Context: an optimization exercise on an open-source flow, tuned for small area, a short achievable clock period and few clock cycles per item. The choices shown serve that exercise and are no tape-out recipe. RTL that was checked went through simulation tests only; none was proved equivalent to the original. Power and IR drop assume default switching activity.

## vec_normalize
module vec_normalize (
  input  logic               clk,
  input  logic               rst,
  input  logic               in_valid,
  output logic               in_ready,
  input  logic signed [27:0] real_1,
  input  logic signed [27:0] imag_1,
  input  logic signed [27:0] real_2,
  input  logic signed [27:0] imag_2,
  input  logic signed [55:0] norm_in,
  output logic               out_valid,
  input  logic               out_ready,
  output logic signed [27:0] q_real_1,
  output logic signed [27:0] q_imag_1,
  output logic signed [27:0] q_real_2,
  output logic signed [27:0] q_imag_2,
  output logic               div_zero,
  output logic               sat
);
For scale: roughly 3,900 cells after synthesis, about 550 flip-flops, about 290 I/O pins, about 36,000 µm² of cells after synthesis.
Settings: LEC_CHECK=0, CAP_MARGIN=20, CORE_MARGIN=2, CORE_UTILIZATION=40, SLEW_MARGIN=20; clock period 11.0 ns.
standard.sh (not shown) runs the stock make flow with config.mk's settings and CLKGATE_MAP_FILE= SYNTH_SCRIPT=/design/flow/synth_recipe.tcl, a recipe that flattens the netlist after the stock synthesis.
==> flow/flow/run.sh <==
#!/bin/bash
# The standard flow, with its timing repair aimed at a period well below the
# clock's and plain buffers on the ports; make's output goes to standard.log,
# each ORFS step's to its own log under orfs/logs.
bash standard.sh SETUP_SLACK_MARGIN=7.75 TNS_END_PERCENT=100 CORE_UTILIZATION=40 \
  "BUFFER_PORTS_ARGS=-buffer_cell sky130_fd_sc_hd__buf_2" finish > standard.log 2>&1
The first run finished with timing, DRC and antenna clean.
Next try:
--- a/flow/flow/run.sh
+++ b/flow/flow/run.sh
@@ -5 +5 @@
-bash standard.sh SETUP_SLACK_MARGIN=7.75 TNS_END_PERCENT=100 CORE_UTILIZATION=40 \
+bash standard.sh SETUP_SLACK_MARGIN=7.5 TNS_END_PERCENT=100 CORE_UTILIZATION=40 \
=> Wire length went down by a few percent; count of clock-buffer cells in the layout went down by 12; core utilization went down by 2.9 points; non-clock buffer count went down by 116; die area is unchanged; design area went down by a few percent; clock power went down by a few percent; setup slack improves by 0.012 ns; global-route usage went down by 1.2 points; combinational power went down by a few percent; power went down by a few percent.
Next try:
--- a/flow/flow/run.sh
+++ b/flow/flow/run.sh
@@ -5 +5 @@
-bash standard.sh SETUP_SLACK_MARGIN=7.5 TNS_END_PERCENT=100 CORE_UTILIZATION=40 \
+bash standard.sh SETUP_SLACK_MARGIN=7.25 TNS_END_PERCENT=100 CORE_UTILIZATION=40 \
Total power fell by 4.1%.
Count of clock-buffer cells in the layout came out higher by 8.
Flip-flop and latch count does not change.
Maximum frequency falls by 0.49%.
Hold slack hardly moves.
Core utilization decreases by 2.8 points.
Next try:
--- a/flow/flow/run.sh
+++ b/flow/flow/run.sh
@@ -5 +5 @@
-bash standard.sh SETUP_SLACK_MARGIN=7.25 TNS_END_PERCENT=100 CORE_UTILIZATION=40 \
+bash standard.sh SETUP_SLACK_MARGIN=7.0 TNS_END_PERCENT=100 CORE_UTILIZATION=40 \
Outcome:
- fmax falls by a few percent
- core utilization falls by 1.4 points
- sequential power falls slightly
- cell area falls by a few percent
- power falls by a few percent
- routed wire length falls slightly
- global-route usage stays flat
- area after synthesis is unchanged
Function was not checked in any run of this note: the RTL went through the layout flow alone.

========
run A:
vec_normalize, a different RTL version from the one above (not shown whole).
Size: ~560 flip-flops, ~290 I/O pins, ~0.036 mm² of cells after synthesis.
export LEC_CHECK = 0
export CAP_MARGIN = 20
export CORE_MARGIN = 2
export CORE_UTILIZATION = 40
export SLEW_MARGIN = 20
create_clock -name core_clock -period 11.0 [get_ports {clk}]
==> flow/flow/run.sh <==
#!/bin/bash
# The standard flow, with its timing repair aimed at a period well below the
# clock's and plain buffers on the ports; make's output goes to standard.log,
# each ORFS step's to its own log under orfs/logs.
bash standard.sh SETUP_SLACK_MARGIN=8.0 TNS_END_PERCENT=0 CORE_UTILIZATION=40 CTS_CLUSTER_SIZE=30 CTS_CLUSTER_DIAMETER=60 \
  "BUFFER_PORTS_ARGS=-buffer_cell sky130_fd_sc_hd__buf_2" finish > standard.log 2>&1
Testbench counts of run A, summed over its fixed seeds: cycles 9,352, items 512.
[inputs] run B vs run A
==> flow/flow/run.sh <==
#!/bin/bash
# The standard flow, with its timing repair aimed at a period well below the
# clock's and plain buffers on the ports; make's output goes to standard.log,
# each ORFS step's to its own log under orfs/logs.
bash standard.sh SETUP_SLACK_MARGIN=7.5 TNS_END_PERCENT=100 CORE_UTILIZATION=55 CTS_CLUSTER_SIZE=30 CTS_CLUSTER_DIAMETER=60 \
  "BUFFER_PORTS_ARGS=-buffer_cell sky130_fd_sc_hd__buf_2" finish > standard.log 2>&1
--- outcome ---
Run B ran to completion and came out clean on the timing, DRC and antenna checks.
Comparing run A with run B, the maximum clock rate came out essentially unchanged.
r[84] as the capture point of the critical path was reported by run B, and r[105] by run A.
Per the comparison of run B with run A, number of post-CTS setup repair buffers increased about 22%; maximum number of pins on one net before global-route repair picked up an extra 14; minimum setup slack in the final design moved up; fraction of cell area in non-clock buffers now larger; routability congestion estimate decreased by about 0.5% relative to the old numbers.
Wire length came out higher on run B than on run A.
There was hardly any difference in sequential element share of the synthesized area between run A and run B.
Relative to run A, proportion of power drawn by the clock network decreased by 3.3 points in run B.
> inputs changed (run B -> run C)
==> flow/flow/run.sh <==
#!/bin/bash
# The standard flow, with its timing repair aimed at a period well below the
# clock's and plain buffers on the ports; make's output goes to standard.log,
# each ORFS step's to its own log under orfs/logs.
bash standard.sh SETUP_SLACK_MARGIN=7.5 TNS_END_PERCENT=100 CORE_UTILIZATION=40 CTS_CLUSTER_SIZE=30 CTS_CLUSTER_DIAMETER=60 \
  "BUFFER_PORTS_ARGS=-buffer_cell sky130_fd_sc_hd__buf_2" finish > standard.log 2>&1
[run C vs run B] layout-stage area growth over the synthesis result: lower in run C
Between run B and run C, the clock latency reported for the late side of the worst-skew pair does not differ in any meaningful way.
Run C vs. run B: met1 layer usage reported by global route went down by 16 points.
[run C] initial DRC count fell 26% relative to run B
Of the two values seen for timing startpoint of the critical path, ob[16] was produced by run C and nrm[54] by run B.
Comparing run B against run C, there is no change at all in number of stages on the worst hold path.
Re placed cell area: run B and run C aren't equal, and the lower value belongs to run B.
Edits applied to the flow inputs when going from run C to run D:
==> flow/flow/run.sh <==
#!/bin/bash
# The standard flow, with its timing repair aimed at a period well below the
# clock's and plain buffers on the ports; make's output goes to standard.log,
# each ORFS step's to its own log under orfs/logs.
bash standard.sh SETUP_SLACK_MARGIN=7.5 TNS_END_PERCENT=20 CORE_UTILIZATION=40 CTS_CLUSTER_SIZE=30 CTS_CLUSTER_DIAMETER=60 \
  "BUFFER_PORTS_ARGS=-buffer_cell sky130_fd_sc_hd__buf_2" finish > standard.log 2>&1
--- outcome ---
Fmax: run D below run C
In the metrics for run D and run C, the one carrying the lower layout cell share with drive strength beyond 1 is run D.
Compared run D vs run C, and area added between synthesis and finish is down in run D.
Comparing run D and run C, the higher number of optimization iterations in the first detailed-route pass was measured on run D.
Non-clock buffer count came out lower on run D than on run C.
CTS buffer count was lower in the run labelled run C.
Modified inputs, run E compared to run D
==> flow/flow/run.sh <==
#!/bin/bash
# The standard flow, with its timing repair aimed at a period well below the
# clock's and plain buffers on the ports; make's output goes to standard.log,
# each ORFS step's to its own log under orfs/logs.
bash standard.sh SETUP_SLACK_MARGIN=7.5 TNS_END_PERCENT=0 CORE_UTILIZATION=40 CTS_CLUSTER_SIZE=30 CTS_CLUSTER_DIAMETER=60 \
  "BUFFER_PORTS_ARGS=-buffer_cell sky130_fd_sc_hd__buf_2" finish > standard.log 2>&1
--- outcome ---
Between run D and run E, internal power summed over all cells decreased. Looking at placer congestion estimate, run E sits 0.020 above run D. Re part of the power in the clock network: run E is 0.9 points down on run D. Taking run D as the reference point, the maximum fanout along the worst path of run E rises by 20.

========
v8:
vec_normalize, a different RTL version from the one above (not shown whole).
For scale: about 3900 cells after synthesis, ~550 flip-flops, ~290 I/O pins, about 36000 um^2 of cells after synthesis.
export LEC_CHECK = 0
export CAP_MARGIN = 20
export CORE_MARGIN = 2
export CORE_UTILIZATION = 40
export SLEW_MARGIN = 20
create_clock -name core_clock -period 11.0 [get_ports {clk}]
==> flow/flow/run.sh <==
#!/bin/bash
# The standard flow, with its timing repair aimed at a period well below the
# clock's and plain buffers on the ports; make's output goes to standard.log,
# each ORFS step's to its own log under orfs/logs.
bash standard.sh SETUP_SLACK_MARGIN=7.5 TNS_END_PERCENT=100 CORE_UTILIZATION=55 \
  "BUFFER_PORTS_ARGS=-buffer_cell sky130_fd_sc_hd__buf_2" finish > standard.log 2>&1
v8 finished every step from synthesis to the final layout, and the layout passed the timing, DRC and antenna checks.
Testbench counts of v8, summed over its fixed seeds: cycles 9,352, items 512.
Here is what was changed in the inputs of v21 compared with v8.
--- a/flow/flow/run.sh
+++ b/flow/flow/run.sh
@@ -4,3 +4,3 @@
 # each ORFS step's to its own log under orfs/logs.
-bash standard.sh SETUP_SLACK_MARGIN=7.5 TNS_END_PERCENT=100 CORE_UTILIZATION=55 \
+bash standard.sh SETUP_SLACK_MARGIN=7.25 TNS_END_PERCENT=100 CORE_UTILIZATION=40 CTS_CLUSTER_SIZE=30 CTS_CLUSTER_DIAMETER=60 \
   "BUFFER_PORTS_ARGS=-buffer_cell sky130_fd_sc_hd__buf_2" finish > standard.log 2>&1
- Compared with v8, v21 shows sequential group share of total power higher by 0.8 points.
- For v21, the worst setup path startpoint was norm_in[48], unlike v8, where it was ob[16].
- Of v21 and v8, v8 shows the lower detailed-routing iteration count for the pre-antenna-repair pass, with v21 above it.
- Taking v8 as the reference, in v21 insertion delay of the later-clocked pin in the worst-skew pair has remained practically unchanged, time the worst path needs with I/O delays and setup shows an increase of 0.31 ns.
- v21 reports a lower maximum vdd ir drop than v8 does.
- v21 completed every stage of the flow, and the final layout passed the timing, DRC and antenna checks.
- Compared with v8, v21 degrades achievable frequency.
- Final cell area: v21 below v8
- Across both runs, total of clock buffers placed in the layout was lower for v21 than for v8.
- Looking at total power, v21 sits 3.1% lower than v8 does.
- [v21 vs v8] average via count per standard cell: lower in v21

========
## build 91
Another version of the RTL of vec_normalize (not shown whole).
For scale: about 3600 cells after synthesis, about 550 flip-flops.
clock: 11.0 ns
lec_check: 0
cap_margin: 20
core_margin: 2
core_utilization: 40
slew_margin: 20
==> flow/flow/run.sh <==
#!/bin/bash
# The standard flow, with its timing repair aimed at a period well below the
# clock's and plain buffers on the ports; make's output goes to standard.log,
# each ORFS step's to its own log under orfs/logs.
bash standard.sh SETUP_SLACK_MARGIN=6.5 TNS_END_PERCENT=100 CORE_UTILIZATION=40 \
  "BUFFER_PORTS_ARGS=-buffer_cell sky130_fd_sc_hd__buf_2" finish > standard.log 2>&1
Build 91: flow completed, timing, DRC and antenna clean
For build 72, these inputs were changed with respect to build 91:
==> flow/flow/run.sh <==
#!/bin/bash
# The standard flow, with its timing repair aimed at a period well below the
# clock's and plain buffers on the ports; make's output goes to standard.log,
# each ORFS step's to its own log under orfs/logs.
bash standard.sh SETUP_SLACK_MARGIN=8.5 TNS_END_PERCENT=100 CORE_UTILIZATION=40 \
  "BUFFER_PORTS_ARGS=-buffer_cell sky130_fd_sc_hd__buf_2" finish > standard.log 2>&1
Results
- No stage failed in build 72, and the final checks on the layout all came back clean.
- | via count of the first global-routing pass | lower: build 91 |
- Compared with build 91, maximum frequency in build 72 increased by more than 10%.
- Build 72 vs. build 91: post-layout worst setup margin went up; clock-buffer cell count went up.
- Lower maximum fanout along the worst path goes to build 72 over build 91.
- Summary of build 72 over build 91: number of nets in the final layout climbed about 10%, final critical-path required period has decreased.
- Via-per-instance ratio | build 72 above build 91
- The multi-input gate count was comparable across build 91 and build 72.
- Summary of build 72 over build 91: routed wire length saw an increase; sequential power increased by about 3% relative to the old numbers.
## Diff of input files: build 9 against build 72
==> flow/flow/run.sh <==
#!/bin/bash
# The standard flow, with its timing repair aimed at a period well below the
# clock's and plain buffers on the ports; make's output goes to standard.log,
# each ORFS step's to its own log under orfs/logs.
bash standard.sh SETUP_SLACK_MARGIN=7.5 TNS_END_PERCENT=100 CORE_UTILIZATION=40 \
  "BUFFER_PORTS_ARGS=-buffer_cell sky130_fd_sc_hd__buf_2" finish > standard.log 2>&1
Notes after the runs:
- The lower sum of routed wire segments on met1 came out of build 9.
- In the tables for build 72 and build 9, buffer share of cell area reads lower with build 9.
- Measured against build 9, the clock power of build 72 comes out at 1.08 times the reference value.
- Build 9 vs build 72: design area down by more than 10%
- Going from build 72 to build 9, area occupied by multi-input gates shrank by more than 10%.
- sky130_fd_sc_hd__o311ai_2 as the cell with the largest stage delay on the worst path was reported by build 9, and sky130_fd_sc_hd__o311ai_1 by build 72.
- Build 9 vs. build 72: antenna diode instance count went down by 1.
- The clock power share number comes out lower for build 72 vs build 9.
- Build 9 against build 72: worst max-slew margin expressed relative to the limit now larger, aggregate routed wire length fell 11000 um, power density over the cells went up by 4.7%, maximum frequency saw a decrease.
Function was not checked in any run of this note: the RTL went through the layout flow alone.

========
Another version of the RTL of vec_normalize (not shown whole).
Size in the first run: roughly 550 flip-flops, roughly 35000 um2 of cells after synthesis.
Settings: LEC_CHECK=0, CAP_MARGIN=20, CORE_MARGIN=2, CORE_UTILIZATION=40, SLEW_MARGIN=20; clock period 11.0 ns.
==> flow/flow/run.sh <==
#!/bin/bash
# The standard flow, with its timing repair aimed at a period well below the
# clock's and plain buffers on the ports; make's output goes to standard.log,
# each ORFS step's to its own log under orfs/logs.
bash standard.sh SETUP_SLACK_MARGIN=8.0 TNS_END_PERCENT=100 CORE_UTILIZATION=40 \
  "BUFFER_PORTS_ARGS=-buffer_cell sky130_fd_sc_hd__buf_2" finish > standard.log 2>&1
The starting point finished with timing, DRC and antenna clean.
Next try:
--- a/flow/flow/run.sh
+++ b/flow/flow/run.sh
@@ -5 +5 @@
-bash standard.sh SETUP_SLACK_MARGIN=8.0 TNS_END_PERCENT=100 CORE_UTILIZATION=40 \
+bash standard.sh SETUP_SLACK_MARGIN=7.5 TNS_END_PERCENT=100 CORE_UTILIZATION=40 \
The new run passed the timing, DRC and antenna checks.
Sequential cell count stays the same.
Setup slack degrades by 34 ps.
Total power goes down by 8.5%.
Via count goes down by 6.7%.
Sequential power goes down by about 2%.
Non-clock buffer count goes down by 217.
Global-route usage goes down by 2.6 points.
Cell count goes down by 4.4%.
Function was not checked in any run of this note: the RTL went through the layout flow alone.

========
The RTL this note starts from:
==> flow/design.v <==
module vec_normalize (
  input  logic               clk,
  input  logic               rst,
  input  logic               in_valid,
  output logic               in_ready,
  input  logic signed [27:0] real_1,
  input  logic signed [27:0] imag_1,
  input  logic signed [27:0] real_2,
  input  logic signed [27:0] imag_2,
  input  logic signed [55:0] norm_in,
  output logic               out_valid,
  input  logic               out_ready,
  output logic signed [27:0] q_real_1,
  output logic signed [27:0] q_imag_1,
  output logic signed [27:0] q_real_2,
  output logic signed [27:0] q_imag_2,
  output logic               div_zero,
  output logic               sat
);
  function automatic logic [56:0] bk_add(input logic [55:0] a, input logic [55:0] b, input logic ci);
    logic [56:0] g, p, c;
    logic [55:0] s;
    g = {a & b, ci};
    p = {a ^ b, 1'b0};
    for (int l = 0; l < 6; l++)
      for (int i = 0; i <= 56; i++)
        if (((i + 1) % (2 << l)) == 0 && i >= (1 << l)) begin
          g[i] = g[i] | (p[i] & g[i - (1 << l)]);
          p[i] = p[i] & p[i - (1 << l)];
        end
    for (int l = 5; l >= 0; l--)
      for (int i = 0; i <= 56; i++)
        if (((i + 1) % (2 << l)) == (1 << l) && i >= (2 << l))
          g[i] = g[i] | (p[i] & g[i - (1 << l)]);
    s = a ^ b ^ g[55:0];
    bk_add = {g[56], s};
  endfunction
  logic [1:0]  sidx;       
  logic [1:0]  ycnt;       
  logic        acc;        
  logic [26:0] s_a;        
  logic        s_sg;
  logic [45:0] ys, yc;     
  logic        y_sg;
  logic [27:0] xsel;
  logic [55:0] c1s, c1c, c2s, c2c, c3s, c3c, c4s, c4c, c5s, c5c;
  logic [55:0] op0, op1, op2, op3, op4, op5, op6;
  logic [56:0] msum;       
  logic        yok, load;
  always_comb begin
    case (sidx)
      2'd0: xsel = real_1;
      2'd1: xsel = imag_1;
      2'd2: xsel = real_2;
      default: xsel = imag_2;
    endcase
  end
  always_comb begin
    op0 = {29'd0, s_a} << 19;
    op1 = ~({29'd0, s_a} << 17);
    op2 = ~({29'd0, s_a} << 11);
    op3 = ~({29'd0, s_a} << 9);
    op4 = ~({29'd0, s_a} << 5);
    op5 = {29'd0, s_a};
    op6 = 56'd4 + (s_sg ? 56'd390625 : 56'd0);
    c1s = op0 ^ op1 ^ op2;
    c1c = ((op0 & op1) | (op0 & op2) | (op1 & op2)) << 1;
    c2s = op3 ^ op4 ^ op5;
    c2c = ((op3 & op4) | (op3 & op5) | (op4 & op5)) << 1;
    c3s = c1s ^ c1c ^ c2s;
    c3c = ((c1s & c1c) | (c1s & c2s) | (c1c & c2s)) << 1;
    c4s = c2c ^ op6 ^ c3s;
    c4c = ((c2c & op6) | (c2c & c3s) | (op6 & c3s)) << 1;
    c5s = c3c ^ c4s ^ c4c;
    c5c = ((c3c & c4s) | (c3c & c4c) | (c4s & c4c)) << 1;
  end
  assign msum = bk_add({10'd0, ys}, {10'd0, yc}, 1'b0);
  assign in_ready = acc;
  assign yok = in_valid & ~acc & ycnt[1];
  always_ff @(posedge clk) begin
    s_a  <= xsel[26:0] ^ {27{xsel[27]}};
    s_sg <= xsel[27];
    ys   <= c5s[45:0];
    yc   <= c5c[45:0];
    y_sg <= s_sg;
    if (rst) begin
      sidx <= '0;
      ycnt <= '0;
      acc  <= 1'b0;
    end else begin
      if (acc) begin
        if (in_valid) begin
          acc  <= 1'b0;
          ycnt <= '0;
        end
      end else if (load) begin
        sidx <= sidx + 2'd1;
        ycnt <= '0;
        if (sidx == 2'd3) acc <= 1'b1;
      end else if (!in_valid) begin
        ycnt <= '0;
      end else if (!ycnt[1]) begin
        ycnt <= ycnt + 2'd1;
      end
    end
  end
  logic        run, fin;
  logic [4:0]  j;          
  logic [52:0] r;          
  logic [8:0]  l;          
  logic [15:0] qp, qn;     
  logic        nz, c_sg, c_sat;
  logic [53:0] nrm;
  logic        big, dz;
  logic [54:0] sm;         
  logic [53:0] t, d;
  logic [56:0] dsum;
  logic        ge, z3, z8, sk3, sk8, stp, last, satd, blocked, wr;
  logic [15:0] qp_n, qn_n;
  logic        nz_n;
  assign t = {r, l[8]};
  assign dsum = bk_add({2'd0, t}, {2'b11, ~nrm}, 1'b1);
  assign d = dsum[53:0];
  assign ge = ~dsum[55] & ~big;    
  always_comb begin
    logic [54:0] v;
    v = {big, nrm};
    for (int l = 0; l < 6; l++)
      for (int i = 0; i <= 54; i++)
        if (((54 - i) >> l) % 2 == 1) v[i] = v[i] | v[54 - (((54 - i) >> l) << l) + 1];
    sm = v;
  end
  always_comb begin
    z3 = 1'b1;
    z8 = 1'b1;
    for (int i = 0; i < 53; i++) begin
      if (i + 4 <= 54) begin
        if (r[i] & ~sm[i+4]) z3 = 1'b0;
      end else if (r[i]) z3 = 1'b0;
      if (i + 9 <= 54) begin
        if (r[i] & ~sm[i+9]) z8 = 1'b0;
      end else if (r[i]) z8 = 1'b0;
    end
  end
  assign sk8  = (j >= 5'd7) & z8;
  assign sk3  = ~sk8 & (j >= 5'd2) & z3;
  assign stp  = ~sk8 & ~sk3;
  assign last = run & ((sk8 & j == 5'd7) | (sk3 & j == 5'd2) | (stp & j == 5'd0));
  assign satd = run & stp & (j == 5'd16) & ge;
  assign blocked = out_valid & ~out_ready;
  assign wr   = (last | fin) & ~blocked;
  assign load = yok & ((~run & ~fin) | wr);
  always_comb begin
    qp_n = qp;
    qn_n = qn;
    nz_n = nz;
    if (run) begin
      if (sk8) begin
        qp_n = {qp[7:0], 8'd0};
        qn_n = {qn[7:0], 8'd0};
      end else if (sk3) begin
        qp_n = {qp[12:0], 3'd0};
        qn_n = {qn[12:0], 3'd0};
      end else begin
        qp_n = {qp[14:0], ge};
        qn_n = ge ? {~qp[14:0], 1'b1} : {qn[14:0], 1'b0};
        nz_n = nz | ge;
      end
    end
  end
  always_ff @(posedge clk) begin
    if (load) begin
      r <= {7'd0, msum[45:9]};
      l <= msum[8:0];
      j <= 5'd16;
    end else if (sk8) begin
      r <= {r[44:0], l[8:1]};
      l <= {l[0], 8'd0};
      j <= j - 5'd8;
    end else if (sk3) begin
      r <= {r[49:0], l[8:6]};
      l <= {l[5:0], 3'd0};
      j <= j - 5'd3;
    end else begin
      r <= ge ? d[52:0] : t[52:0];
      l <= {l[7:0], 1'b0};
      j <= j - 5'd1;
    end
    qp <= qp_n;
    qn <= qn_n;
    nz <= load ? 1'b0 : nz_n;
    if (satd) c_sat <= 1'b1;
    if (load) begin
      c_sg  <= y_sg;
      c_sat <= 1'b0;
      if (sidx == 2'd0) begin
        nrm <= norm_in[53:0];
        big <= norm_in[55] | norm_in[54] | (norm_in == '0);
        dz  <= norm_in[55] | (norm_in == '0);
      end
    end
    if (rst) begin
      run <= 1'b0;
      fin <= 1'b0;
    end else if (load) begin
      run <= 1'b1;
      fin <= 1'b0;
    end else begin
      if (run & (last | satd)) run <= 1'b0;
      fin <= (fin & blocked) | satd | (last & blocked);
    end
  end
  logic [3:0][16:0] ob;
  logic [1:0]       widx;
  logic             ov, osat, odz;
  logic [16:0]      wdat;
  always_comb begin
    if (c_sat) wdat = c_sg ? {1'b1, 16'h0001} : {1'b0, 16'hffff};
    else       wdat = c_sg ? {nz_n, qn_n} : {1'b0, qp_n};
  end
  always_ff @(posedge clk) begin
    if (wr) begin
      ob[widx] <= wdat;
      odz      <= dz;
      osat     <= (widx != 2'd0 & osat) | c_sat;
    end
    if (rst) begin
      widx <= '0;
      ov   <= 1'b0;
    end else begin
      if (wr) widx <= widx + 2'd1;
      ov <= (wr & widx == 2'd3) | blocked;
    end
  end
  assign out_valid = ov;
  assign q_real_1  = {{11{ob[0][16]}}, ob[0]};
  assign q_imag_1  = {{11{ob[1][16]}}, ob[1]};
  assign q_real_2  = {{11{ob[2][16]}}, ob[2]};
  assign q_imag_2  = {{11{ob[3][16]}}, ob[3]};
  assign div_zero  = odz;
  assign sat       = osat;
endmodule
Settings: LEC_CHECK=0, CAP_MARGIN=20, CORE_MARGIN=2, CORE_UTILIZATION=40, SLEW_MARGIN=20; clock period 11.0 ns.
==> flow/flow/run.sh <==
#!/bin/bash
# Standard flow, with timing repair aimed well below the clock period.
bash standard.sh SETUP_SLACK_MARGIN=7.5 TNS_END_PERCENT=100 finish > standard.log 2>&1
Testbench counts at the start, summed over its fixed seeds: cycles 17,328, items 512.
Then changed:
==> flow/run.sh (new file) <==
#!/bin/bash
# synth_recipe.tcl (not shown) runs the flow's synth.tcl, then flattens the netlist and writes it again
# the make line also repeats each setting of config.mk as NAME=value (left out here)
make -C /OpenROAD-flow-scripts/flow DESIGN_CONFIG=/design/flow/config.mk WORK_HOME=/design/flow/orfs CLKGATE_MAP_FILE= SYNTH_SCRIPT=/design/flow/synth_recipe.tcl finish
removed: flow/flow/run.sh
removed: flow/standard.sh
Outcome: The new run completed with no timing, DRC or antenna violations; setup slack loses 1600 ps; utilization shrinks by 9.3 points; sequential share of layout area came out higher by 4.7 points; register-to-register slack degrades by 1600 ps; final area fell by 16%; die area stays the same; cell count shrinks by 6.9%; fmax came out lower by 29%; routed wire length went down by 19%; non-clock buffer count falls by 235.
Then changed:
CORE_UTILIZATION = 65   (was 40)
PLACE_DENSITY = 0.75   (was default)
Effect: Clock-buffer cell count climbs by 8; combinational power climbs by about 4%; utilization climbs by 30 points; total power climbs by 0.83%; wire length drops by 3.5%; via count climbs by 3.7%.

==> re-timing with driven ports <==
The results above use ideal ports. As a check the final layouts listed here were re-extracted and re-timed, cells and wires unchanged. Step 1: set_driving_cell puts a clkbuf_16 on clk and a buf_2 on each other input, an assumption about the parent block. Step 2 times the ports against the registers' clock, not the clock port: input delays grow and output delays shrink by t, the midpoint of the rising clock arrivals with the driver on. Slacks: ideal / step 1 / step 2; pairs: ideal / step 1.
run	t (ns)	setup slack, ns	worst setup path after step 2
the first run of note 1	0.705	7.189 / 7.189 / 6.949	input to register
the second run of note 1	0.702	7.202 / 7.202 / 6.829	input to register
the third run of note 1	0.714	7.183 / 7.183 / 6.535	input to register
the fourth run of note 1	0.676	6.991 / 6.994 / 6.356	input to register
run A	0.705	7.422 / 7.401 / 6.849	input to register
run B	0.677	7.429 / 7.395 / 6.939	input to register
run C	0.695	7.447 / 7.380 / 6.896	input to register
run D	0.705	7.412 / 7.344 / 6.744	input to register
run E	0.692	7.375 / 7.375 / 6.855	input to register
v8	0.704	7.431 / 7.361 / 6.864	input to register
v21	0.721	7.119 / 7.172 / 6.451	input to register
build 91	0.702	6.697 / 6.697 / 6.104	input to register
build 72	0.669	7.305 / 7.275 / 6.606	input to register
build 9	0.674	7.182 / 7.193 / 6.519	input to register
the first run of note 5	0.699	7.363 / 7.363 / 6.787	input to register
the second run of note 5	0.708	7.329 / 7.329 / 6.806	input to register
the first run of note 6	0.633	7.179 / 7.166 / 6.737	input to register
the second run of note 6	0.641	5.599 / 5.599 / 5.599	register to register
the third run of note 6	0.592	5.685 / 5.685 / 5.685	register to register
After both steps every run listed still meets setup and hold. For build 72, which loses most, drivers alone change the setup slack by -0.030 ns; drivers and shift together by -0.699 ns.
